What follows belongs to an exercise in optimizing a design on an open flow for small area, a short achievable clock period and few clock cycles per item; a production flow would make more cautious choices. RTL that was checked went through simulation tests only; none was proved equivalent to the original. For run 5, only the layout was checked, not whether the RTL still works. Power is estimated from default activity; no workload was simulated.

==> design.v <==
package ole_pkg;
    localparam int CAPACITY   = 16;
    localparam int DATA_WIDTH = 32;
    localparam int IDX_W      = (CAPACITY > 1) ? $clog2(CAPACITY) : 1;
    localparam int CNT_W      = $clog2(CAPACITY + 1);
    localparam int KIND_W     = 3;
    localparam int KEY_W      = 32;
    localparam int VALUE_W    = 32;
    localparam int INDEX_W    = 4;
    localparam int STATUS_W   = 2;
    localparam int POSITION_W = 4;
    localparam int RDATA_W    = 32;
    localparam int COUNT_W    = 5;
    localparam int CMP_W      = INDEX_W + CNT_W;
    typedef enum logic [KIND_W-1:0] {
        KIND_APPEND  = 3'd0,
        KIND_PREPEND = 3'd1,
        KIND_FIND    = 3'd2,
        KIND_DELETE  = 3'd3,
        KIND_INSERT  = 3'd4,
        KIND_READ    = 3'd5,
        KIND_WRITE   = 3'd6
    } kind_t;
    typedef enum logic [STATUS_W-1:0] {
        ST_OK    = 2'd0,
        ST_MISS  = 2'd1,
        ST_FULL  = 2'd2,
        ST_RANGE = 2'd3
    } status_t;
    typedef enum logic [1:0] {
        CELL_HOLD       = 2'd0,
        CELL_LOAD       = 2'd1,
        CELL_TAKE_LOWER = 2'd2,
        CELL_TAKE_UPPER = 2'd3
    } cell_op_t;
    typedef enum logic [1:0] {
        MODE_HOLD  = 2'd0,
        MODE_LOAD  = 2'd1,
        MODE_OPEN  = 2'd2,
        MODE_CLOSE = 2'd3
    } chain_mode_t;
    typedef struct packed {
        chain_mode_t            mode;
        logic [IDX_W-1:0]       pos;
    } chain_cmd_t;
    typedef struct packed {
        logic                   hit;
        logic [IDX_W-1:0]       hit_pos;
    } match_info_t;
endpackage
import ole_pkg::*;
module ole_cell (
    input  logic                            clk,
    input  logic                            we,
    input  logic [ole_pkg::DATA_WIDTH-1:0]  value,
    input  logic [ole_pkg::DATA_WIDTH-1:0]  key,
    output logic [ole_pkg::DATA_WIDTH-1:0]  entry,
    output logic                            match
);
    logic [DATA_WIDTH-1:0] entry_reg;
    always_ff @(posedge clk)
    begin
        if (we)
            entry_reg <= value;
    end
    assign match = (entry_reg == key);
    assign entry = entry_reg;
endmodule
import ole_pkg::*;
module ole_chain (
    input  logic                            clk,
    input  logic                            rst_n,
    input  logic                            open,
    input  logic                            close,
    input  logic [CAPACITY-1:0]             ge,
    input  logic [CAPACITY-1:0]             sel,
    input  logic [IDX_W-1:0]                sel_slot,  
    output logic [CAPACITY*IDX_W-1:0]       slots
);
    logic [IDX_W-1:0] pos_slot [CAPACITY];
    logic [IDX_W-1:0] pos_next [CAPACITY];
    always_comb
    begin
        for (int p = 0; p < CAPACITY; p++)
        begin
            pos_next[p] = pos_slot[p];
            if (open && sel[p])
                pos_next[p] = pos_slot[CAPACITY-1];
            else if (open && ge[p] && p > 0)
                pos_next[p] = pos_slot[(p > 0) ? p-1 : 0];
            else if (close && ge[p] && p < CAPACITY - 1)
                pos_next[p] = pos_slot[(p < CAPACITY-1) ? p+1 : p];
            else if (close && ge[p])
                pos_next[p] = sel_slot;
        end
    end
    always_ff @(posedge clk or negedge rst_n)
    begin
        if (!rst_n)
        begin
            for (int p = 0; p < CAPACITY; p++)
                pos_slot[p] <= IDX_W'(p);
        end
        else
        begin
            for (int p = 0; p < CAPACITY; p++)
                pos_slot[p] <= pos_next[p];
        end
    end
    always_comb
    begin
        for (int p = 0; p < CAPACITY; p++)
            slots[p*IDX_W +: IDX_W] = pos_slot[p];
    end
endmodule
import ole_pkg::*;
module ordered_list_engine_top (
    input  logic                            clk,
    input  logic                            rst_n,
    input  logic                            start,
    output logic                            busy,
    input  logic [ole_pkg::KIND_W-1:0]      kind,
    input  logic [ole_pkg::KEY_W-1:0]       key,
    input  logic [ole_pkg::VALUE_W-1:0]     value,
    input  logic [ole_pkg::INDEX_W-1:0]     index,
    output logic                            done,
    output logic [ole_pkg::STATUS_W-1:0]    status,
    output logic [ole_pkg::POSITION_W-1:0]  position,
    output logic [ole_pkg::RDATA_W-1:0]     read_data,
    output logic [ole_pkg::COUNT_W-1:0]     count
);
    logic                   v0;
    logic [KIND_W-1:0]      kind0;
    logic [DATA_WIDTH-1:0]  value0;
    logic [IDX_W-1:0]       idx0;
    logic [CAPACITY-1:0]    m0;         
    logic                   eqv0;       
    logic                   v1;
    logic [KIND_W-1:0]      kind1;
    logic [DATA_WIDTH-1:0]  value1;
    logic [IDX_W-1:0]       idx1;
    logic [CAPACITY-1:0]    pm1;        
    logic                   v2;
    ole_pkg::status_t       status2;
    logic [IDX_W-1:0]       pos2;
    logic                   rd2;
    logic [IDX_W-1:0]       rslot2;
    logic                   done3;
    ole_pkg::status_t       status3;
    logic [IDX_W-1:0]       pos3;
    logic [RDATA_W-1:0]     rdata3;
    logic [CNT_W-1:0]       count3;
    logic [CAPACITY-1:0]    live;       
    logic [CAPACITY-1:0]    live_next;
    logic [CNT_W-1:0]       cnt;
    logic [CAPACITY*IDX_W-1:0] slots;
    logic [DATA_WIDTH-1:0]  entry_q [CAPACITY];
    logic [CAPACITY-1:0]    match;
    logic [CAPACITY-1:0]    we;
    assign busy = 1'b0;
    logic                   full;
    logic                   idx_ok;
    logic [IDX_W-1:0]       top_slot;
    logic [IDX_W-1:0]       idx_slot;
    logic [IDX_W-1:0]       hit_slot;
    logic [CAPACITY-1:0]    cnt_hot;
    logic                   inc;
    logic                   dec;
    logic [CAPACITY-1:0]    hp;
    logic [CAPACITY-1:0]    hge;
    logic [CAPACITY-1:0]    first;
    logic                   hit;
    logic [IDX_W-1:0]       hit_pos;
    logic [CAPACITY-1:0]    idx_hot;
    logic                   k_app, k_pre, k_find, k_del, k_ins, k_read, k_write;
    logic                   do_add;
    logic                   do_write;
    logic                   open;
    logic                   close;
    logic [CAPACITY-1:0]    ge;
    logic [CAPACITY-1:0]    sel;
    logic [CAPACITY-1:0]    wpos;
    ole_pkg::status_t       status_next;
    logic [IDX_W-1:0]       pos_next;
    logic                   rd_next;
    assign k_app   = v1 && kind1 == KIND_APPEND;
    assign k_pre   = v1 && kind1 == KIND_PREPEND;
    assign k_find  = v1 && kind1 == KIND_FIND;
    assign k_del   = v1 && kind1 == KIND_DELETE;
    assign k_ins   = v1 && kind1 == KIND_INSERT;
    assign k_read  = v1 && kind1 == KIND_READ;
    assign k_write = v1 && kind1 == KIND_WRITE;
    assign full     = live[CAPACITY-1];
    assign idx_ok   = live[idx1];
    assign top_slot = slots[(CAPACITY-1)*IDX_W +: IDX_W];
    assign idx_slot = slots[idx1*IDX_W +: IDX_W];
    always_comb
    begin
        for (int p = 0; p < CAPACITY; p++)
        begin
            cnt_hot[p] = !live[p] && (p == 0 || live[(p > 0) ? p-1 : 0]);
            idx_hot[p] = idx1 == IDX_W'(p);
            hp[p]      = live[p] && pm1[p];
        end
    end
    always_comb
    begin
        for (int p = 0; p < CAPACITY; p++)
            hge[p] = |(hp & CAPACITY'((32'd2 << p) - 32'd1));
        first[0] = hge[0];
        for (int p = 1; p < CAPACITY; p++)
            first[p] = hge[p] && !hge[p-1];
        hit = hge[CAPACITY-1];
    end
    always_comb
    begin
        hit_pos  = '0;
        hit_slot = '0;
        for (int p = 0; p < CAPACITY; p++)
        begin
            hit_pos  = hit_pos  | (first[p] ? IDX_W'(p) : '0);
            hit_slot = hit_slot | (first[p] ? slots[p*IDX_W +: IDX_W] : '0);
        end
    end
    assign do_add   = !full && (k_app || k_pre || (k_ins && hit));
    assign do_write = k_write && idx_ok;
    assign open     = do_add;
    assign close    = k_del && hit;
    always_comb
    begin
        if (k_app)
            ge = ~live;
        else if (k_pre)
            ge = '1;
        else
            ge = hge;
        sel[0] = ge[0];
        for (int p = 1; p < CAPACITY; p++)
            sel[p] = ge[p] && !ge[p-1];
        wpos = open ? sel : (do_write ? idx_hot : '0);
    end
    always_comb
    begin
        for (int s = 0; s < CAPACITY; s++)
            we[s] = (!full && (k_app || k_pre || k_ins) && top_slot == IDX_W'(s)) ||
                    (do_write && idx_slot == IDX_W'(s));
    end
    ole_chain u_chain (
        .clk      (clk),
        .rst_n    (rst_n),
        .open     (open),
        .close    (close),
        .ge       (ge),
        .sel      (sel),
        .sel_slot (hit_slot),
        .slots    (slots)
    );
    genvar gs;
    generate
        for (gs = 0; gs < CAPACITY; gs++)
        begin : g_slot
            ole_cell u_cell (
                .clk   (clk),
                .we    (we[gs]),
                .value (value1),
                .key   (key),
                .entry (entry_q[gs]),
                .match (match[gs])
            );
        end
    endgenerate
    always_comb
    begin
        cnt = '0;
        for (int p = 0; p < CAPACITY; p++)
            cnt = cnt | (cnt_hot[p] ? CNT_W'(p) : '0);
        if (full)
            cnt = CNT_W'(CAPACITY);
    end
    always_comb
    begin
        inc         = 1'b0;
        dec         = 1'b0;
        status_next = ST_OK;
        pos_next    = '0;
        rd_next     = 1'b0;
        case (kind1)
            KIND_APPEND:
                if (full)
                    status_next = ST_FULL;
                else
                begin
                    pos_next = IDX_W'(cnt);
                    inc      = 1'b1;
                end
            KIND_PREPEND:
                if (full)
                    status_next = ST_FULL;
                else
                    inc      = 1'b1;
            KIND_FIND:
                if (!hit)
                    status_next = ST_MISS;
                else
                begin
                    pos_next = hit_pos;
                    rd_next  = 1'b1;
                end
            KIND_DELETE:
                if (!hit)
                    status_next = ST_MISS;
                else
                begin
                    pos_next = hit_pos;
                    dec      = 1'b1;
                end
            KIND_INSERT:
                if (!hit)
                    status_next = ST_MISS;
                else if (full)
                    status_next = ST_FULL;
                else
                begin
                    pos_next = hit_pos;
                    inc      = 1'b1;
                end
            KIND_READ:
                if (!idx_ok)
                    status_next = ST_RANGE;
                else
                begin
                    pos_next = idx1;
                    rd_next  = 1'b1;
                end
            KIND_WRITE:
                if (!idx_ok)
                    status_next = ST_RANGE;
                else
                    pos_next = idx1;
            default:
                status_next = ST_OK;
        endcase
        if (!v1)
        begin
            inc = 1'b0;
            dec = 1'b0;
        end
        live_next = live;
        if (inc)
            live_next = {live[CAPACITY-2:0], 1'b1};
        else if (dec)
            live_next = {1'b0, live[CAPACITY-1:1]};
    end
    logic [CAPACITY-1:0]    pma;
    logic [CAPACITY-1:0]    pm_next;
    always_comb
    begin
        for (int p = 0; p < CAPACITY; p++)
            pma[p] = m0[slots[p*IDX_W +: IDX_W]];
        for (int p = 0; p < CAPACITY; p++)
        begin
            pm_next[p] = pma[p];
            if (wpos[p])
                pm_next[p] = eqv0;
            else if (open && ge[p] && p > 0)
                pm_next[p] = pma[(p > 0) ? p-1 : 0];
            else if (close && ge[p] && p < CAPACITY - 1)
                pm_next[p] = pma[(p < CAPACITY-1) ? p+1 : p];
            else if (close && ge[p])
                pm_next[p] = 1'b0;
        end
    end
    always_ff @(posedge clk)
    begin
        kind0  <= kind;
        value0 <= value;
        idx0   <= IDX_W'(index);
        eqv0   <= (value0 == key);
        for (int s = 0; s < CAPACITY; s++)
            m0[s] <= we[s] ? (value1 == key) : match[s];
        kind1  <= kind0;
        value1 <= value0;
        idx1   <= idx0;
        pm1    <= pm_next;
        status2 <= status_next;
        pos2    <= pos_next;
        rd2     <= rd_next;
        rslot2  <= k_find ? hit_slot : idx_slot;
        status3 <= status2;
        pos3    <= pos2;
        count3  <= cnt;
        rdata3  <= rd2 ? entry_q[rslot2] : '0;
    end
    always_ff @(posedge clk or negedge rst_n)
    begin
        if (!rst_n)
        begin
            v0      <= 1'b0;
            v1      <= 1'b0;
            v2      <= 1'b0;
            done3   <= 1'b0;
            live    <= '0;
        end
        else
        begin
            v0      <= start;
            v1      <= v0;
            v2      <= v1;
            done3   <= v2;
            live    <= live_next;
        end
    end
    assign done      = done3;
    assign status    = status3;
    assign position  = POSITION_W'(pos3);
    assign read_data = rdata3;
    assign count     = COUNT_W'(count3);
endmodule
==> flow/run.sh <==
#!/bin/bash
# The standard layout, with the port buffers that buffer_ports inserts made
# plain buffers (buf_4) instead of the delay cell it picks by default.
set -euo pipefail
export BUFFER_PORTS_ARGS="-buffer_cell sky130_fd_sc_hd__buf_4"
bash standard.sh > standard.log 2>&1
==> standard.sh <==
#!/bin/bash
# synth_recipe.tcl (not shown) runs the flow's synth.tcl, then flattens the netlist and writes it again
# the make line also repeats each setting of config.mk as NAME=value (left out here)
make -C /OpenROAD-flow-scripts/flow DESIGN_CONFIG=/design/flow/config.mk WORK_HOME=/design/flow/orfs CLKGATE_MAP_FILE= SYNTH_SCRIPT=/design/flow/synth_recipe.tcl "${@:-finish}"
==> config.mk <==
export PLATFORM = sky130hd
export DESIGN_NAME = ordered_list_engine_top
export DESIGN_NICKNAME = ordered_list_engine_top
export VERILOG_FILES = /design/flow/design.v
export SDC_FILE = /design/flow/constraint.sdc
export NUM_CORES = 4
export LEC_CHECK = 0
export CAP_MARGIN = 20
export CORE_MARGIN = 2
export CORE_UTILIZATION = 55
export CTS_BUF_LIST = sky130_fd_sc_hd__clkbuf_4 sky130_fd_sc_hd__clkbuf_8
export SETUP_SLACK_MARGIN = 4.0
export SLEW_MARGIN = 20
==> constraint.sdc <==
create_clock -name core_clock -period 7.0 [get_ports {clk}]
set_input_delay 1.4000 -clock core_clock [delete_from_list [all_inputs] [get_ports {clk}]]
set_output_delay 1.4000 -clock core_clock [all_outputs]
set_load 0.01 [all_outputs]
==> results of run 1 <==
-- worst max-delay path, cell delays in order --
cell	delay [ns]
buf_4	0.23
xnor2_1	1.10
nand4_1	0.31
nor4_1	0.46
nand2_1	0.19
mux2i_1	0.20
-- stage by stage --
stage,hold slack [ns],std cells
floorplan,0.310,3039
global placement,0.311,3883
detailed placement,0.314,3884
CTS,0.328,4136
global route,0.327,4144
finish,0.327,4147
-- cell type report --
type,count,area [um2]
flip-flops and latches,761,20800
repair buffers,201,1710
multi-input cells,2000,16600
fillers,5310,25400
well taps,931,1160
diodes,4,10.0
clock buffers,189,2380
clock inverters,41,403
inverters,20,75.1
-- synth_stat cells (22+ instances only) --
master	count
and4_1	28
a22oi_1	136
dfxtp_1	165
mux4_2	97
a2bb2oi_1	37
o22ai_1	42
edfxtp_1	512
mux2_2	44
a31oi_1	52
nand3_1	50
xnor2_1	544
nand2_1	125
dfrtp_1	52
nand4_1	167
dfstp_2	32
mux2i_1	26
xor2_1	33
a21oi_1	68
clkbuf_1	213
a221oi_1	65
a22o_1	67
nor2_1	87
nor3_1	24
nor4_1	50
o21ai_0	68
buf_2	22
-- how the worst max path moves through the flow --
stage	startpoint	endpoint	slack, ns	cells after the start
6_report	key[29]	m0[15]$_DFF_P_	3.77	6
5_1_grt	idx1[0]$_DFF_P_	g_slot[10].u_cell.entry_reg[3]$_DFFE_PP_	3.93	10
4_1_cts	live[9]$_DFFE_PN0P_	pm1[1]$_DFF_P_	3.98	8
3_5_place_dp	live[4]$_DFFE_PN0P_	pm1[1]$_DFF_P_	2.96	8
3_3_place_gp	live[4]$_DFFE_PN0P_	pm1[5]$_DFF_P_	3.03	8
2_1_floorplan	idx1[1]$_DFF_P_	g_slot[0].u_cell.entry_reg[0]$_DFFE_PN_	3.75	7
-- power groups by stage --
stage          logic, mW  clock network, mW  registers [mW]
2_1_floorplan       1.91                  0            5.52
3_3_place_gp        2.62                  0            6.12
3_5_place_dp        2.64                  0            6.13
4_1_cts             2.68               4.32            6.05
5_1_grt             2.86               4.51            6.12
6_report            2.82               4.34            6.10
-- metal layers --
layer  share of wire (%)  wire, um  global-route usage, %  vias up
met2                  43     72300                   70.0     3026
met3                  14     22900                   12.8      787
met4                  11     18800                   40.3        4
met1                  32     52700                   55.3    15000
li1                    -         -                      -    11900
met5               0.049        81                  0.901        -
-- repair_timing --
action	in CTS	in global routing
gates resized for setup	56	27
endpoints found under the setup margin	633	468
cloned	1	1
pin swaps	11	4
setup buffers	21	4
-- cell families (layout without fill, tap and decap cells) --
family                    count (synthesis)  in the layout  share of synthesized area [%]
buffers and inverters                   279            451                           2.96
and+or+nand+nor                         593            593                           8.36
xor gates and xnor gates                577            577                           13.3
DFF                                     761            761                           54.7
AOI/OAI and AO/OA                       661            662                           13.0
other                                     1              5                        0.00985
muxes                                   167            167                           7.72
==> flow_metrics.py, run 1 <==
metrics = {
    "status": {
        "outcome": "finished clean",
    },
    "clock_network": {
        "tritoncts.num_buffers": 121,
        "cts_tree": "done",
        "cts_htree_levels": 3,
        "cts.sinks": 761,
        "cts_root_buffer": "clkbuf_8",
        "clkTransAtPathRegs_ns": 0.06,
        "clkLatencyLatePin_ns": 0.78,
        "hold_buffers": 0,
        "cts_buffer_depth": 3,
    },
    "finish": {
        "largest_reg_flops": 512,
        "final_util_pct": 63.0,
        "final_nets": 3179,
        "drive_gt1_share_pct": 21.2,
        "final_cell_mix": "xnor2_1 (542), edfxtp_1 (512), buf_4 (177)",
        "area_growth_pct": 13.4,
        "final_cell_area_um2": 43200,
        "final_common_cell": "xnor2_1",
    },
    "grt": {
        "grt_max_degree": 68,
        "overflow": 0,
        "grt_pass1_wl_um": 230000,
        "grt_usage_pct": 46.6,
        "antenna_found_initial": 6,
        "grt_pass1_vias": 29300,
    },
    "critical_path": {
        "arrival_ns": 3.90,
        "r2r_start": "live[5]$_DFFE_PN0P_",
        "required_ns": 7.67,
        "crit_type": "in -> reg",
        "worstPathMaxFanout": 18,
        "rrSetupSlack_ns": 3.94,
        "worstSetupEndpointType": "register",
        "start_kind": "input port",
        "r2r_cells": 8,
        "reg2reg_to": "rslot2[0]$_DFF_P_",
    },
    "hold_path": {
        "holdPathEnd": "kind1[1]$_DFF_P_",
        "hold_class": "reg -> reg",
        "holdCritStartpoint": "kind0[1]$_DFF_P_",
        "holdPathStages": 0,
    },
    "placed_design": {
        "place_area_um2": 39800,
        "hpwlAfterDp_um": 111000,
        "port_buffers": 117,
        "gp_congestion": 1.07,
        "post-place-ws_ns": 2.96,
    },
    "flow_run": {
        "max_cap_violations": 0,
    },
    "power_and_ir_drop": {
        "switching_share_pct": 34.1,
        "clockPowerShare_pct": 32.7,
        "cellLeakagePower_nw": 13.8,
        "combPwrFrac_pct": 21.3,
        "powerDensity_nw_per_um2": 307,
        "ir_drop_mv": 0.230,
        "p_seq_share_pct": 46.0,
        "power.internal_mw": 8.73,
        "total_power_mw": 13.3,
        "switchingPower_mw": 4.53,
    },
    "timing": {
        "setup_viol": 0,
        "rsz0062_at_grt": "true",
        "fin_crit_sh_pct": 46.2,
        "tightest_slew_ns": 1.38,
        "max_slew_margin_pct": 7.30,
        "setup_slack_ns": 3.77,
        "fin_setup_tns_ns": 0,
        "maxSlewViolCount": 0,
        "fin_skew_ns": 0.0504,
        "max_freq_mhz": 309,
        "finalHoldViolations": 0,
        "min_period_ns": 3.23,
    },
    "floorplan": {
        "ioPinCount": 119,
        "core_area_um2": 68600,
        "start_util_pct": 55.5,
        "die_width_um": 267,
        "die_h_um": 267,
        "rows": 96,
        "dieArea_um2": 71400,
    },
    "synthesis": {
        "synth_cell_type_count": 75,
        "avgSynthCellArea_um2": 12.5,
        "async_flop_share_pct": 11.0,
        "synth_area_leader_cell": "edfxtp_1",
        "synthCells": 3039,
        "ys.flop_type": "edfxtp_1",
        "synth_nets": 3113,
        "synth_edf_count": 512,
        "synth_sequential_area_ratio_pct": 54.7,
        "yosys-top-cells-area": "edfxtp_1 (40%), xnor2_1 (13%), dfxtp_1 (8.7%)",
        "yosys_warnings": 6,
        "postSynthRegisterBits": 761,
        "synth_top_area_share_pct": 40.4,
        "netlist_area_um2": 38100,
    },
    "route": {
        "viasPerCell": 7.41,
        "wl_per_cell_um": 40.2,
        "drt_first_pass_iters": 8,
        "vias": 30700,
        "ant_nets": 0,
        "drc": 0,
        "drt-initial-drc-count": 5524,
        "wirelength_um": 167000,
    },
}
Testbench counts, summed over its fixed seeds: cycles 16,032, items 16,000.
==> run 2: changes to the inputs <==
--- a/config.mk
+++ b/config.mk
@@ -8,6 +8,8 @@
 export CAP_MARGIN = 20
 export CORE_MARGIN = 2
-export CORE_UTILIZATION = 55
+export CORE_UTILIZATION = 50
 export CTS_BUF_LIST = sky130_fd_sc_hd__clkbuf_4 sky130_fd_sc_hd__clkbuf_8
-export SETUP_SLACK_MARGIN = 4.0
+export CTS_CLUSTER_SIZE = 20
+export SETUP_SLACK_MARGIN = 4.3
 export SLEW_MARGIN = 20
+export TNS_END_PERCENT = 20
==> run 2 against run 1 <==
Effect of this change:
- hold slack worse by 0.012 ns
- die area up 9.8%
- clock skew grew 0.0047 ns
- maximum frequency grew 1.7%
- cell area is 5.8% higher
- total power increased by 3.8%
- flip-flop and latch count is the same
- wire length rose by 10%
- register-to-register slack got worse by 0.12 ns
- synthesized cell count unchanged
- sequential power down 0.8%
- critical path type is now reg -> reg
- highest routed layer unchanged
==> flow_metrics.py, run 2 <==
metrics = {
    "floorplan": {
        "start_util_pct": 50.3,
        "dieArea_um2": 78400,
        "core_area_um2": 75700,
        "ioPinCount": 119,
        "die_h_um": 280,
        "rows": 101,
        "die_width_um": 280,
    },
    "critical_path": {
        "start_kind": "register",
        "worstPathMaxFanout": 32,
        "r2r_cells": 6,
        "crit_type": "reg -> reg",
        "worstSetupEndpointType": "register",
        "r2r_start": "rslot2[1]$_DFF_P_",
        "reg2reg_to": "rdata3[9]$_SDFF_PN0_",
        "max_stage_delay_ns": 0.68,
        "path_cells": "nand2b_1, nor2_4, buf_4, a22oi_1, nand4_1, o221a_2",
        "arrival_ns": 3.93,
        "cp_slowest_cell": "nand4_1",
        "required_ns": 7.75,
        "rrSetupSlack_ns": 3.82,
    },
    "finish": {
        "largest_reg_flops": 512,
        "fin_cells": 4331,
        "area_growth_pct": 20.0,
        "nFillCells": 6016,
        "drive_gt1_share_pct": 26.4,
        "final_cell_area_um2": 45700,
        "final_cell_mix": "xnor2_1 (536), edfxtp_1 (512), buf_4 (213)",
        "final_common_cell": "xnor2_1",
        "final_nets": 3310,
    },
    "clock_network": {
        "tritoncts.num_buffers": 134,
        "cts.sinks": 761,
        "cts_tree": "done",
        "hold_buffers": 0,
        "clkTransAtPathRegs_ns": 0.07,
        "cts_htree_levels": 4,
        "clkLatencyLatePin_ns": 0.86,
        "cts_root_buffer": "clkbuf_8",
        "cts_buffer_depth": 3,
    },
    "hold_path": {
        "holdPathEnd": "kind1[2]$_DFF_P_",
        "hold_class": "reg -> reg",
        "holdCritStartpoint": "kind0[2]$_DFF_P_",
        "holdPathStages": 0,
    },
    "route": {
        "drc": 0,
        "drt_first_pass_iters": 8,
        "wl_per_cell_um": 42.4,
        "drt-initial-drc-count": 5387,
        "ant_nets": 0,
        "wirelength_um": 184000,
        "vias": 31800,
        "viasPerCell": 7.35,
    },
    "synthesis": {
        "synth_cell_type_count": 75,
        "netlist_area_um2": 38100,
        "synth_area_leader_cell": "edfxtp_1",
        "synth_nets": 3113,
        "synth_edf_count": 512,
        "ys.flop_type": "edfxtp_1",
        "async_flop_share_pct": 11.0,
        "postSynthRegisterBits": 761,
        "synth_top_area_share_pct": 40.4,
        "synthMostInstantiatedCell": "xnor2_1",
        "synthCells": 3039,
        "avgSynthCellArea_um2": 12.5,
        "yosys_warnings": 6,
        "synth.cells.most_frequent": "xnor2_1 (544), edfxtp_1 (512), clkbuf_1 (213)",
        "synth_sequential_area_ratio_pct": 54.7,
        "yosys-top-cells-area": "edfxtp_1 (40%), xnor2_1 (13%), dfxtp_1 (8.7%)",
    },
    "timing": {
        "min_period_ns": 3.18,
        "setup_viol": 0,
        "fin_crit_sh_pct": 45.4,
        "fin_setup_tns_ns": 0,
        "finalHoldViolations": 0,
        "fin_skew_ns": 0.0551,
        "max_slew_margin_pct": 18.8,
        "rsz0062_at_grt": "true",
        "max_freq_mhz": 315,
        "tightest_slew_ns": 1.21,
        "maxSlewViolCount": 0,
    },
    "power_and_ir_drop": {
        "combPwrFrac_pct": 23.5,
        "p_seq_share_pct": 43.9,
        "clockPowerShare_pct": 32.6,
        "cellLeakagePower_nw": 14.9,
        "ir_drop_mv": 0.261,
        "powerDensity_nw_per_um2": 301,
        "power.internal_mw": 8.92,
        "switching_share_pct": 35.2,
        "switchingPower_mw": 4.85,
    },
    "status": {
        "outcome": "finished clean",
    },
    "grt": {
        "overflow": 0,
        "grt_usage_pct": 44.0,
        "grt_pass1_vias": 29400,
        "grt_pass1_wl_um": 238000,
        "antenna_found_initial": 9,
        "grt_max_degree": 53,
    },
    "placed_design": {
        "dp.cells": 3941,
        "gp_congestion": 1.06,
        "port_buffers": 117,
        "place_area_um2": 40000,
        "hpwlAfterDp_um": 115000,
    },
    "flow_run": {
        "max_cap_violations": 0,
    },
}
run 2: power groups by stage:
stage	combinational (mW)	clock [mW]	sequential, mW
after floorplan	1.94	0	5.52
after detailed placement	2.70	0	6.11
after global routing	3.27	4.66	6.06
after CTS	2.87	4.49	6.00
after global placement	2.70	0	6.10
final	3.23	4.49	6.05
run 2: worst max-delay path: cells and delay by family, from the launching register on:
family	cells	cell delay (ns)
simple gates	3	1.12
compound gates	2	1.03
flops	1	0.52
buf+inv	1	0.33
run 2: logic make-up (layout without fill, tap and decap cells):
group	Yosys count	in the layout	share of synthesized area [%]
AOI/OAI and AO/OA	661	662	13.0
xor gates and xnor gates	577	577	13.3
buffers and inverters	279	587	2.96
DFF	761	761	54.7
muxes	167	167	7.72
other	1	6	0.00985
and+or+nand+nor	593	593	8.36
run 2: per-layer routing:
layer  vias to the layer above  GRT usage (%)  share of wire [%]
met5                         -          0.750              0.064
met4                         8           35.4                 11
met3                       918           10.8                 13
met2                      3041           67.8                 43
met1                     15600           52.8                 32
li1                      12200              -                  -
run 2: how the worst max path moves through the flow:
| stage | startpoint | end | slack, ns | cells past startpoint |
|---|---|---|---|---|
| finish | rslot2[1]$_DFF_P_ | rdata3[9]$_SDFF_PN0_ | 3.82 | 6 |
| global route | rslot2[1]$_DFF_P_ | rdata3[9]$_SDFF_PN0_ | 3.87 | 6 |
| CTS | done3$_DFF_PN0_ | done | 4.22 | 1 |
| detailed placement | live[4]$_DFFE_PN0P_ | u_chain.pos_slot[2][0]$_DFFE_PN0P_ | 2.91 | 8 |
| global placement | live[4]$_DFFE_PN0P_ | u_chain.pos_slot[2][3]$_DFFE_PN0P_ | 2.96 | 8 |
| floorplan | idx1[0]$_DFF_P_ | g_slot[0].u_cell.entry_reg[0]$_DFFE_PN_ | 4.20 | 7 |
run 2: final cells by class:
class                      instances  area [um2]  share of cell area, %
antenna                            5        12.5                 0.0274
sequential                       761       20900                   45.7
tap                              978        1220                   2.68
multi-input combinational       2000       16900                   37.1
clock inverter                    38         344                  0.753
inverter                          20        75.1                  0.164
timing repair buffer             319        3690                   8.08
clock buffer                     210        2550                   5.58
run 2: metrics by stage:
step                utilization [%]  power [mW]  setup WS, ns  hold WS, ns
finish                         60.4        13.8          3.82        0.315
global route                   60.4        14.0          3.87        0.330
CTS                            58.0        13.3          4.22        0.320
detailed placement             52.8        8.81          2.91        0.313
global placement               52.8        8.79          2.96        0.311
floorplan                         -        7.46          4.20        0.310
run 2: timing repair:
item / CTS / global route
resized for setup: 115 / 109
pin swaps: 16 / 32
setup buffers: 47 / 48
gates cloned: 5 / 37
endpoints found under the hold margin: 0 / 0
setup endpoints to repair: 667 / 595
==> run 3: changes to the inputs <==
--- a/config.mk
+++ b/config.mk
@@ -8,8 +8,6 @@
 export CAP_MARGIN = 20
 export CORE_MARGIN = 2
-export CORE_UTILIZATION = 50
-export CTS_BUF_LIST = sky130_fd_sc_hd__clkbuf_4 sky130_fd_sc_hd__clkbuf_8
-export CTS_CLUSTER_SIZE = 20
-export SETUP_SLACK_MARGIN = 4.3
+export CORE_UTILIZATION = 52
+export SETUP_SLACK_MARGIN = 4.2
 export SLEW_MARGIN = 20
 export TNS_END_PERCENT = 20
==> run 3 against run 2 <==
Effect of this change:
- sequential power about the same
- global-route usage up 1.1 points
- sequential share of layout area up 1.6 points
- largest cell class unchanged
- largest power group unchanged
- clock power up 0.9%
==> flow_metrics.py, run 3 <==
metrics = {
    "synthesis": {
        "synth.cells.most_frequent": "xnor2_1 (544), edfxtp_1 (512), clkbuf_1 (213)",
        "yosys_warnings": 6,
        "synthMostInstantiatedCell": "xnor2_1",
        "synth_area_leader_cell": "edfxtp_1",
        "synth_sequential_area_ratio_pct": 54.7,
        "synthCells": 3039,
        "synth_cell_type_count": 75,
        "synth_nets": 3113,
        "synth_edf_count": 512,
        "avgSynthCellArea_um2": 12.5,
        "ys.flop_type": "edfxtp_1",
        "yosys-top-cells-area": "edfxtp_1 (40%), xnor2_1 (13%), dfxtp_1 (8.7%)",
        "synth_top_area_share_pct": 40.4,
        "netlist_area_um2": 38100,
        "postSynthRegisterBits": 761,
        "async_flop_share_pct": 11.0,
    },
    "clock_network": {
        "cts_buffer_depth": 3,
        "cts_htree_levels": 3,
        "clkTransAtPathRegs_ns": 0.06,
        "cts_tree": "done",
        "tritoncts.num_buffers": 83,
        "cts.sinks": 761,
        "hold_buffers": 0,
        "cts_root_buffer": "clkbuf_16",
        "clkLatencyLatePin_ns": 0.67,
    },
    "power_and_ir_drop": {
        "ir_drop_mv": 0.306,
        "powerDensity_nw_per_um2": 309,
        "total_power_mw": 13.6,
        "cellLeakagePower_nw": 14.1,
    },
    "grt": {
        "overflow": 0,
        "globalRouteMet3Util_pct": 11.4,
        "use_met2_pct": 70.1,
        "grt_max_degree": 73,
        "grt_use_met1_pct": 54.8,
        "grt_busiest_layer": "met2",
        "grt_pass1_wl_um": 235000,
        "grt_usage_pct": 45.1,
        "grt_pass1_vias": 28600,
        "antenna_found_initial": 7,
    },
    "hold_path": {
        "holdPathStages": 0,
        "hold_class": "reg -> reg",
    },
    "timing": {
        "fin_skew_ns": 0.0395,
        "fin_crit_sh_pct": 44.2,
        "max_slew_margin_pct": 21.0,
        "finalHoldViolations": 0,
        "min_period_ns": 3.10,
        "setup_viol": 0,
        "fin_setup_tns_ns": 0,
        "maxSlewViolCount": 0,
        "rsz0062_at_grt": "true",
        "setup_slack_ns": 3.90,
        "tightest_slew_ns": 1.18,
        "whs_ns": 0.327,
        "max_freq_mhz": 323,
    },
    "finish": {
        "drive_gt1_share_pct": 21.9,
        "nFillCells": 5769,
        "seqCellArea_um2": 20900,
        "largest_reg_flops": 512,
        "final_cell_mix": "xnor2_1 (531), edfxtp_1 (512), buf_4 (212)",
        "final_util_pct": 60.8,
        "area_growth_pct": 16.0,
        "final_cell_area_um2": 44200,
        "final_common_cell": "xnor2_1",
        "multi_input_area_um2": 16800,
        "fin_cells": 4157,
        "final_nets": 3198,
    },
    "flow_run": {
        "max_cap_violations": 0,
    },
    "route": {
        "viasPerCell": 7.45,
        "drt_first_pass_iters": 6,
        "drt-initial-drc-count": 5632,
        "vias": 31000,
        "drc": 0,
        "wl_per_cell_um": 41.9,
        "ant_nets": 0,
        "wirelength_um": 174000,
    },
    "floorplan": {
        "die_h_um": 275,
        "die_width_um": 275,
        "ioPinCount": 119,
        "core_area_um2": 72700,
        "dieArea_um2": 75400,
        "rows": 99,
        "start_util_pct": 52.4,
    },
    "critical_path": {
        "path_cells": "buf_4, xnor2_1, nand4_1, nor4_1, nand2_1, mux2i_1",
        "worstSetupEndpointType": "register",
        "arrival_ns": 3.67,
        "crit_buf_inv": 1,
        "cp_slowest_cell": "nor4_1",
        "worstPathMaxFanout": 18,
        "rrSetupSlack_ns": 4.11,
        "max_stage_delay_ns": 0.95,
        "r2r_cells": 11,
        "path_delay_family": "simple AND/OR/NAND/NOR gates",
        "crit_type": "in -> reg",
        "cp.depth": 6,
        "start_kind": "input port",
        "required_ns": 7.57,
    },
    "placed_design": {
        "port_buffers": 117,
        "dp.cells": 3920,
        "hpwlAfterDp_um": 114000,
        "gp_congestion": 1.04,
        "place_area_um2": 39900,
        "post-place-ws_ns": 2.92,
    },
    "status": {
        "outcome": "finished clean",
    },
}
==> run 3: cell counts after synthesis <==
No cell type changed its count.
==> run 3: final timing paths <==
check / startpoint / endpoint
min reg2reg: pos2[3]$_DFF_P_ / pos3[3]$_DFF_P_
max reg2reg: live[4]$_DFFE_PN0P_ / u_chain.pos_slot[15][0]$_DFFE_PN1P_
max in group asynchronous: rst_n / u_chain.pos_slot[11][1]$_DFFE_PN1P_
min: pos2[3]$_DFF_P_ / pos3[3]$_DFF_P_
max: key[27] / m0[14]$_DFF_P_
min in group asynchronous: rst_n / u_chain.pos_slot[3][3]$_DFFE_PN0P_
==> run 3: area by class of cell <==
| type | instances | share of cell area, % |
|---|---|---|
| flip-flops and latches | 761 | 47.2 |
| diodes | 5 | 0.0283 |
| clock inverters | 43 | 1.14 |
| inverters | 20 | 0.170 |
| clock buffers | 111 | 5.17 |
| multi-input cells | 2001 | 38.1 |
| repair buffers | 257 | 5.41 |
| well taps | 959 | 2.72 |
==> run 3: timing repair <==
action	4_1_cts	5_1_grt
cloned	3	6
gates resized for setup	73	89
pin swaps	17	14
buffers inserted	34	34
setup endpoints to repair	636	593
==> run 3: where the power goes <==
| part | leakage, nW | internal (mW) | switching (mW) |
|---|---|---|---|
| clock network | 1.35 | 2.55 | 1.98 |
| logic | 5.83 | 1.16 | 1.89 |
| registers | 6.96 | 5.24 | 0.822 |
==> run 3: logic make-up after synthesis <==
group	share of synthesized area [%]
mux	7.72
buf+inv	2.96
compound gates	13.0
other cells	0.00985
flops	54.7
simple gates	8.36
xor+xnor	13.3
==> run 3: per-layer routing <==
metal	vias up	routed length (um)
li1	12000	-
met1	15300	57000
met2	2908	76300
met3	777	21700
met4	4	19000
met5	-	28
==> run 4: changes to the inputs <==
==> flow/run.sh (replaced) <==
#!/bin/bash
# The standard layout, with the port buffers that buffer_ports inserts made
# plain buffers (buf_2) instead of the delay cell it picks by default.
set -euo pipefail
export BUFFER_PORTS_ARGS="-buffer_cell sky130_fd_sc_hd__buf_2"
bash standard.sh > standard.log 2>&1
--- a/config.mk
+++ b/config.mk
@@ -8,6 +8,6 @@
 export CAP_MARGIN = 20
 export CORE_MARGIN = 2
-export CORE_UTILIZATION = 52
-export SETUP_SLACK_MARGIN = 4.2
+export CORE_UTILIZATION = 55
+export CTS_BUF_LIST = sky130_fd_sc_hd__clkbuf_4 sky130_fd_sc_hd__clkbuf_8
+export SETUP_SLACK_MARGIN = 4.0
 export SLEW_MARGIN = 20
-export TNS_END_PERCENT = 20
==> run 4 against run 3 <==
Effect of this change:
- still clean on timing, DRC and antenna
- final cell count rose by 0.48%
- synthesized cell count did not move
- via count fell by 1.1%
- maximum frequency fell by 3.0%
- cell area fell by 2.2%
- critical path type unchanged
- largest power group unchanged
==> flow_metrics.py, run 4 <==
metrics = {
    "status": {
        "outcome": "finished clean",
    },
    "floorplan": {
        "dieArea_um2": 71400,
        "die_width_um": 267,
        "core_area_um2": 68600,
        "die_h_um": 267,
        "rows": 96,
        "ioPinCount": 119,
        "start_util_pct": 55.5,
    },
    "synthesis": {
        "postSynthRegisterBits": 761,
        "synth_cell_type_count": 75,
        "synth_edf_count": 512,
        "yosys_warnings": 6,
        "netlist_area_um2": 38100,
        "avgSynthCellArea_um2": 12.5,
        "synth_nets": 3113,
        "ys.flop_type": "edfxtp_1",
        "async_flop_share_pct": 11.0,
        "synth_top_area_share_pct": 40.4,
        "synth_area_leader_cell": "edfxtp_1",
        "synthCells": 3039,
        "synth_sequential_area_ratio_pct": 54.7,
        "synth.cells.most_frequent": "xnor2_1 (544), edfxtp_1 (512), clkbuf_1 (213)",
        "yosys-top-cells-area": "edfxtp_1 (40%), xnor2_1 (13%), dfxtp_1 (8.7%)",
        "synthMostInstantiatedCell": "xnor2_1",
    },
    "clock_network": {
        "cts_htree_levels": 4,
        "cts_root_buffer": "clkbuf_8",
        "clkLatencyLatePin_ns": 0.85,
        "cts.sinks": 761,
        "clkTransAtPathRegs_ns": 0.06,
        "tritoncts.num_buffers": 132,
        "cts_buffer_depth": 3,
        "cts_tree": "done",
    },
    "critical_path": {
        "start_kind": "input port",
        "r2r_start": "u_chain.pos_slot[15][3]$_DFFE_PN1P_",
        "path_delay_family": "simple AND/OR/NAND/NOR gates",
        "crit_type": "in -> reg",
        "path_cells": "buf_2, xnor2_1, nand4_1, nor4_1, nand2_1, mux2i_1",
        "worstPathMaxFanout": 18,
        "r2r_cells": 6,
        "required_ns": 7.74,
        "cp.depth": 6,
        "crit_start": "key[7]",
        "arrival_ns": 3.93,
        "cp_slowest_cell": "nor4_1",
        "reg2reg_to": "g_slot[14].u_cell.entry_reg[22]$_DFFE_PP_",
        "rrSetupSlack_ns": 3.88,
        "max_stage_delay_ns": 0.90,
        "crit_buf_inv": 1,
        "worstSetupEndpointType": "register",
        "crit_end": "m0[13]$_DFF_P_",
    },
    "finish": {
        "largest_reg_flops": 512,
        "final_common_cell": "xnor2_1",
        "drive_gt1_share_pct": 22.2,
        "fin_cells": 4177,
        "final_cell_mix": "xnor2_1 (536), edfxtp_1 (512), nand4_1 (167)",
        "final_cell_area_um2": 43200,
        "final_nets": 3204,
        "area_growth_pct": 13.5,
    },
    "timing": {
        "fin_setup_tns_ns": 0,
        "fin_crit_sh_pct": 45.6,
        "whs_ns": 0.316,
        "max_slew_margin_pct": 15.0,
        "finalHoldViolations": 0,
        "tightest_slew_ns": 1.27,
        "fin_skew_ns": 0.0561,
        "maxSlewViolCount": 0,
        "setup_viol": 0,
        "min_period_ns": 3.19,
        "max_freq_mhz": 313,
        "rsz0062_at_grt": "true",
    },
    "placed_design": {
        "port_buffers": 117,
        "dp.cells": 3895,
        "gp_congestion": 1.09,
        "hpwlAfterDp_um": 110000,
        "place_area_um2": 39600,
    },
    "route": {
        "drt_first_pass_iters": 6,
        "wl_per_cell_um": 39.7,
        "drt-initial-drc-count": 5938,
        "drc": 0,
        "viasPerCell": 7.34,
        "wirelength_um": 166000,
        "vias": 30600,
        "ant_nets": 0,
    },
    "grt": {
        "grt_usage_pct": 46.6,
        "grt_pass1_wl_um": 230000,
        "overflow": 0,
        "grt_pass1_vias": 29100,
        "grt_max_degree": 69,
        "antenna_found_initial": 7,
    },
    "power_and_ir_drop": {
        "total_power_mw": 13.4,
        "cellLeakagePower_nw": 13.9,
        "ir_drop_mv": 0.278,
        "powerDensity_nw_per_um2": 309,
    },
    "flow_run": {
        "max_cap_violations": 0,
    },
    "hold_path": {
        "hold_class": "reg -> reg",
    },
}
-- run 4: cell counts after synthesis --
Identical to the previous run, type by type.
-- run 4: kinds of logic (layout without fill, tap and decap cells) --
logic type | Yosys count | in the layout | share of synthesized area, %
flip-flops | 761 | 761 | 54.7
buffers and inverters | 279 | 481 | 2.96
other | 1 | 5 | 0.00985
XOR/XNOR | 577 | 577 | 13.3
multiplexers | 167 | 167 | 7.72
AND/OR/NAND/NOR | 593 | 593 | 8.36
AO/OA/AOI/OAI | 661 | 662 | 13.0
-- run 4: timing repair --
item | CTS | global route
cloned | 1 | 0
setup endpoints to repair | 633 | 476
pin swaps | 12 | 2
hold endpoints to repair | 0 | 0
hold buffers | 0 | 0
buffers inserted | 24 | 6
gates resized for setup | 58 | 31
-- run 4: final cells by class --
class	instances	area [um2]
fill	5286	25400
sequential	761	20800
multi-input combinational	2000	16700
clock buffer	208	2540
timing repair buffer	215	1540
tap	931	1160
clock inverter	38	400
inverter	20	75.1
antenna	4	10.0
-- run 4: worst min path at each step --
| stage | cells after the start | endpoint | startpoint | slack [ns] |
|---|---|---|---|---|
| after global routing | 0 | kind1[1]$_DFF_P_ | kind0[1]$_DFF_P_ | 0.32 |
| after detailed placement | 0 | kind1[1]$_DFF_P_ | kind0[1]$_DFF_P_ | 0.31 |
| final | 0 | kind1[1]$_DFF_P_ | kind0[1]$_DFF_P_ | 0.32 |
| after floorplan | 0 | idx1[0]$_DFF_P_ | idx0[0]$_DFF_P_ | 0.31 |
| after global placement | 0 | pos3[0]$_DFF_P_ | pos2[0]$_DFF_P_ | 0.31 |
| after CTS | 0 | kind1[1]$_DFF_P_ | kind0[1]$_DFF_P_ | 0.31 |
-- run 4: stage by stage --
stage / setup slack [ns] / util, %
floorplan: 3.75 / -
finish: 3.81 / 63.0
global placement: 3.01 / 57.7
global route: 3.91 / 63.0
CTS: 4.00 / 62.7
detailed placement: 2.91 / 57.7
-- run 4: report_power, final --
group | leakage, nW | switching [mW] | internal, mW
clock | 1.57 | 2.04 | 2.47
combinational | 5.39 | 1.76 | 1.05
sequential | 6.97 | 0.820 | 5.23
total | 13.9 | 4.62 | 8.75
-- run 4: layer usage --
metal	routed length (um)	vias up	GRT usage, %
li1	-	12000	-
met1	53400	15100	55.0
met2	73400	2811	71.3
met3	22000	749	14.4
met4	16800	6	36.0
met5	34	-	0
==> run 5: changes to the inputs <==
--- a/design.v
+++ b/design.v
@@ -145,5 +145,7 @@
     logic [IDX_W-1:0]       pos2;
     logic                   rd2;
-    logic [IDX_W-1:0]       rslot2;
+    logic                   wr2;
+    logic [IDX_W-1:0]       slot2;
+    logic [DATA_WIDTH-1:0]  value2;
     logic                   done3;
     ole_pkg::status_t       status3;
@@ -157,4 +159,5 @@
     logic [DATA_WIDTH-1:0]  entry_q [CAPACITY];
     logic [CAPACITY-1:0]    match;
+    logic [CAPACITY-1:0]    pend;       
     logic [CAPACITY-1:0]    we;
     assign busy = 1'b0;
@@ -243,6 +246,9 @@
     begin
         for (int s = 0; s < CAPACITY; s++)
-            we[s] = (!full && (k_app || k_pre || k_ins) && top_slot == IDX_W'(s)) ||
-                    (do_write && idx_slot == IDX_W'(s));
+        begin
+            pend[s] = (!full && (k_app || k_pre || k_ins) && top_slot == IDX_W'(s)) ||
+                      (do_write && idx_slot == IDX_W'(s));
+            we[s]   = wr2 && slot2 == IDX_W'(s);
+        end
     end
     ole_chain u_chain (
@@ -263,5 +269,5 @@
                 .clk   (clk),
                 .we    (we[gs]),
-                .value (value1),
+                .value (value2),
                 .key   (key),
                 .entry (entry_q[gs]),
@@ -378,5 +384,6 @@
         eqv0   <= (value0 == key);
         for (int s = 0; s < CAPACITY; s++)
-            m0[s] <= we[s] ? (value1 == key) : match[s];
+            m0[s] <= pend[s] ? (value1 == key) :
+                     we[s]   ? (value2 == key) : match[s];
         kind1  <= kind0;
         value1 <= value0;
@@ -386,9 +393,11 @@
         pos2    <= pos_next;
         rd2     <= rd_next;
-        rslot2  <= k_find ? hit_slot : idx_slot;
+        wr2     <= do_add || do_write;
+        slot2   <= k_find ? hit_slot : ((k_app || k_pre || k_ins) ? top_slot : idx_slot);
+        value2  <= value1;
         status3 <= status2;
         pos3    <= pos2;
         count3  <= cnt;
-        rdata3  <= rd2 ? entry_q[rslot2] : '0;
+        rdata3  <= rd2 ? entry_q[slot2] : '0;
     end
     always_ff @(posedge clk or negedge rst_n)
==> run.sh (new file) <==
#!/bin/bash
# synth_recipe.tcl (not shown) runs the flow's synth.tcl, then flattens the netlist and writes it again
# the make line also repeats each setting of config.mk as NAME=value (left out here)
make -C /OpenROAD-flow-scripts/flow DESIGN_CONFIG=/design/flow/config.mk WORK_HOME=/design/flow/orfs CLKGATE_MAP_FILE= SYNTH_SCRIPT=/design/flow/synth_recipe.tcl finish
--- a/config.mk
+++ b/config.mk
@@ -9,5 +9,4 @@
 export CORE_MARGIN = 2
 export CORE_UTILIZATION = 55
-export CTS_BUF_LIST = sky130_fd_sc_hd__clkbuf_4 sky130_fd_sc_hd__clkbuf_8
 export SETUP_SLACK_MARGIN = 4.0
 export SLEW_MARGIN = 20
removed: flow/run.sh
removed: standard.sh
==> run 5 against run 4 <==
Effect of this change:
- still clean on timing, DRC and antenna
- critical path depth is 1 higher
- setup slack better by 0.0063 ns
- via count is 9.5% higher
- clock skew is 0.0013 ns higher
- synthesized cell count is 4.3% higher
- wire length is 14% higher
- final cell count is 4.7% higher
- non-clock buffer count is 142 higher
- hold slack better by 0.0080 ns
- critical path type unchanged
- largest cell class unchanged
- largest power group unchanged
==> flow_metrics.py, run 5 <==
metrics = {
    "status": {
        "outcome": "finished clean",
    },
    "synthesis": {
        "synth.cells.most_frequent": "xor2_1 (577), edfxtp_1 (512), clkbuf_1 (211)",
        "postSynthRegisterBits": 794,
        "netlist_area_um2": 39200,
        "synth_nets": 3243,
        "synth_cell_type_count": 77,
        "synth_edf_count": 512,
        "yosys_warnings": 6,
        "synth_sequential_area_ratio_pct": 54.8,
        "synth_top_area_share_pct": 39.2,
        "async_flop_share_pct": 10.6,
        "yosys-top-cells-area": "edfxtp_1 (39%), xor2_1 (13%), dfxtp_1 (10%)",
        "synthMostInstantiatedCell": "xor2_1",
        "ys.flop_type": "edfxtp_1",
        "avgSynthCellArea_um2": 12.4,
        "synthCells": 3169,
        "synth_area_leader_cell": "edfxtp_1",
    },
    "finish": {
        "drive_gt1_share_pct": 20.7,
        "largest_reg_flops": 512,
        "final_nets": 3427,
        "final_common_cell": "xor2_1",
        "final_cell_mix": "xor2_1 (558), edfxtp_1 (512), dfxtp_1 (195)",
        "fin_cells": 4374,
        "area_growth_pct": 19.8,
        "nFillCells": 5077,
        "final_util_pct": 66.8,
    },
    "clock_network": {
        "cts_root_buffer": "clkbuf_16",
        "cts_buffer_depth": 3,
        "cts.sinks": 794,
        "tritoncts.num_buffers": 85,
        "clkTransAtPathRegs_ns": 0.07,
        "clkLatencyLatePin_ns": 0.69,
        "cts_htree_levels": 3,
        "cts_tree": "done",
    },
    "route": {
        "wirelength_um": 189000,
        "drt_first_pass_iters": 12,
        "drt-initial-drc-count": 7513,
        "drc": 0,
        "ant_nets": 0,
        "viasPerCell": 7.67,
        "wl_per_cell_um": 43.1,
        "vias": 33500,
    },
    "timing": {
        "min_period_ns": 3.19,
        "maxSlewViolCount": 0,
        "max_slew_margin_pct": 10.7,
        "rsz0062_at_grt": "true",
        "fin_crit_sh_pct": 45.5,
        "tightest_slew_ns": 1.34,
        "fin_skew_ns": 0.0574,
        "finalHoldViolations": 0,
        "setup_viol": 0,
        "fin_setup_tns_ns": 0,
        "max_freq_mhz": 314,
    },
    "floorplan": {
        "die_h_um": 271,
        "core_area_um2": 70300,
        "start_util_pct": 55.8,
        "die_width_um": 271,
        "dieArea_um2": 73400,
        "ioPinCount": 119,
        "rows": 97,
    },
    "critical_path": {
        "crit_type": "in -> reg",
        "worstPathMaxFanout": 13,
        "worstSetupEndpointType": "register",
        "cp_slowest_cell": "nor4_4",
        "path_cells": "buf_2, xor2_1, nor4_4, nand4_1, nor3_2, a21oi_1, mux2i_1",
        "required_ns": 7.61,
        "start_kind": "input port",
        "arrival_ns": 3.80,
        "max_stage_delay_ns": 0.96,
    },
    "hold_path": {
        "hold_class": "reg -> reg",
    },
    "power_and_ir_drop": {
        "power.internal_mw": 9.02,
        "clockPowerShare_pct": 34.4,
        "switchingPower_mw": 4.57,
        "p_seq_share_pct": 44.5,
        "combPwrFrac_pct": 21.1,
        "cellLeakagePower_nw": 16.3,
        "ir_drop_mv": 0.266,
        "powerDensity_nw_per_um2": 290,
        "switching_share_pct": 33.6,
        "total_power_mw": 13.6,
    },
    "placed_design": {
        "hpwlAfterDp_um": 123000,
        "port_buffers": 117,
        "gp_congestion": 1.22,
        "dp.cells": 4050,
    },
    "flow_run": {
        "max_cap_violations": 0,
    },
    "grt": {
        "grt_usage_pct": 49.9,
        "grt_pass1_vias": 30000,
        "antenna_found_initial": 15,
        "grt_max_degree": 70,
        "grt_pass1_wl_um": 252000,
        "overflow": 0,
    },
}
[run 5: cell types whose count changed after synthesis, sizes merged, moves of 33 or more]
cell,delta
a21oi,+49
dfxtp,+33
mux2i,+42
nand4,-109
nor4,+104
xnor2,-512
xor2,+544
[run 5: timing repair]
action | CTS | global route
gates cloned | 1 | 10
pin swaps | 10 | 37
buffers inserted | 8 | 133
hold buffers | 0 | 0
setup endpoints to repair | 213 | 168
resized for setup | 117 | 174
[run 5: through the flow]
step	setup WS [ns]	hold slack (ns)	instance area [um2]
after global placement	1.93	0.312	41300
final	3.81	0.324	47000
after detailed placement	2.14	0.315	41300
after CTS	3.84	0.328	44800
after global routing	3.92	0.330	46900
after floorplan	4.00	0.310	39200
[run 5: logic make-up (layout without fill, tap and decap cells)]
kind of cell    Yosys count  after routing  share of synthesized area [%]
flops                   794            794                           54.8
buf+inv                 280            533                           2.78
xor+xnor                609            609                           13.6
other cells               1             10                        0.00957
mux                     189            189                           7.77
simple gates            593            596                           8.25
compound gates          703            703                           12.8
[run 5: area by class of cell]
cell class / count / area (um2) / share of cell area [%]
Multi-Input combinational cell: 2098 / 17800 / 37.9
Tap cell: 940 / 1180 / 2.50
Antenna cell: 9 / 22.5 / 0.0480
Clock inverter: 42 / 519 / 1.11
Inverter: 17 / 63.8 / 0.136
Timing Repair Buffer: 357 / 3540 / 7.54
Clock buffer: 117 / 2340 / 4.98
Sequential cell: 794 / 21500 / 45.8
[run 5: final timing paths]
check / start / end / slack [ns] / cells after the start
worst max-delay path: key[11] / m0[1]$_DFF_P_ / 3.81 / 7
worst min-delay path: kind0[1]$_DFF_P_ / kind1[1]$_DFF_P_ / 0.32 / 0
worst max register to register: slot2[0]$_DFF_P_ / rdata3[31]$_SDFF_PN0_ / 3.88 / 7
worst min register to register: kind0[1]$_DFF_P_ / kind1[1]$_DFF_P_ / 0.32 / 0
max in group asynchronous: rst_n / u_chain.pos_slot[1][2]$_DFFE_PN0P_ / 5.15 / 2
min in group asynchronous: rst_n / live[15]$_DFFE_PN0P_ / 0.60 / 1
[run 5: power groups by stage]
stage	clock network, mW	logic (mW)	registers, mW
after floorplan	0	1.74	5.57
after global placement	0	2.48	6.07
after detailed placement	0	2.50	6.08
after CTS	4.64	2.55	5.99
after global routing	4.83	2.87	6.06
final	4.68	2.87	6.05
[run 5: per-layer routing]
layer  up-vias  track usage, %  part of all wire (%)
li1      12600               -                     -
met5         -            1.32                  0.15
met3      1166            22.0                    16
met2      3705            71.7                    41
met1     16100            57.4                    31
met4        14            40.9                    12
[run 5: critical path: cells and delay by family]
kind	cells	cell delay, ns
AND/OR/NAND/NOR	3	1.54
AO/OA/AOI/OAI	1	0.06
multiplexers	1	0.17
XOR/XNOR	1	0.24
buffers and inverters	1	0.37

## re-timing with driven ports
Ports are ideal in the flow. The routed layouts listed here were re-timed in OpenROAD.
Step 1 sets driving cells, clkbuf_16 on the clock port and buf_2 on the other inputs (assumed; they add their load-dependent delay and slew).
Step 2 adds t to the input delays and takes it off the output delays; t is the mean of the earliest and latest rising clock arrival at the registers after step 1. Input paths then give back, and output paths get back, about the clock's delay inside the block.
Three values: ideal ports, drivers, drivers and shift; two values: the first two.
run | t, ns | setup WS [ns] | hold slack, ns | worst setup path after step 2 | worst slew at a driven data input, ns
run 1 | 0.817 | 3.769 / 3.811 / 2.994 | 0.327 / 0.327 / 0.327 | input to register | 0.12
run 2 | 0.901 | 3.824 / 3.824 / 2.998 | 0.315 / 0.315 / 0.315 | input to register | 0.05
run 3 | 0.724 | 3.904 / 3.952 / 3.228 | 0.327 / 0.327 / 0.327 | input to register | 0.05
run 4 | 0.890 | 3.808 / 3.853 / 2.963 | 0.316 / 0.316 / 0.316 | input to register | 0.12
run 5 | 0.737 | 3.814 / 3.865 / 3.128 | 0.324 / 0.324 / 0.324 | input to register | 0.07
After both steps setup and hold are still met in every run listed. The setup slack of run 4, which loses most, moves by +0.045 ns with the drivers and by -0.845 ns with both steps.
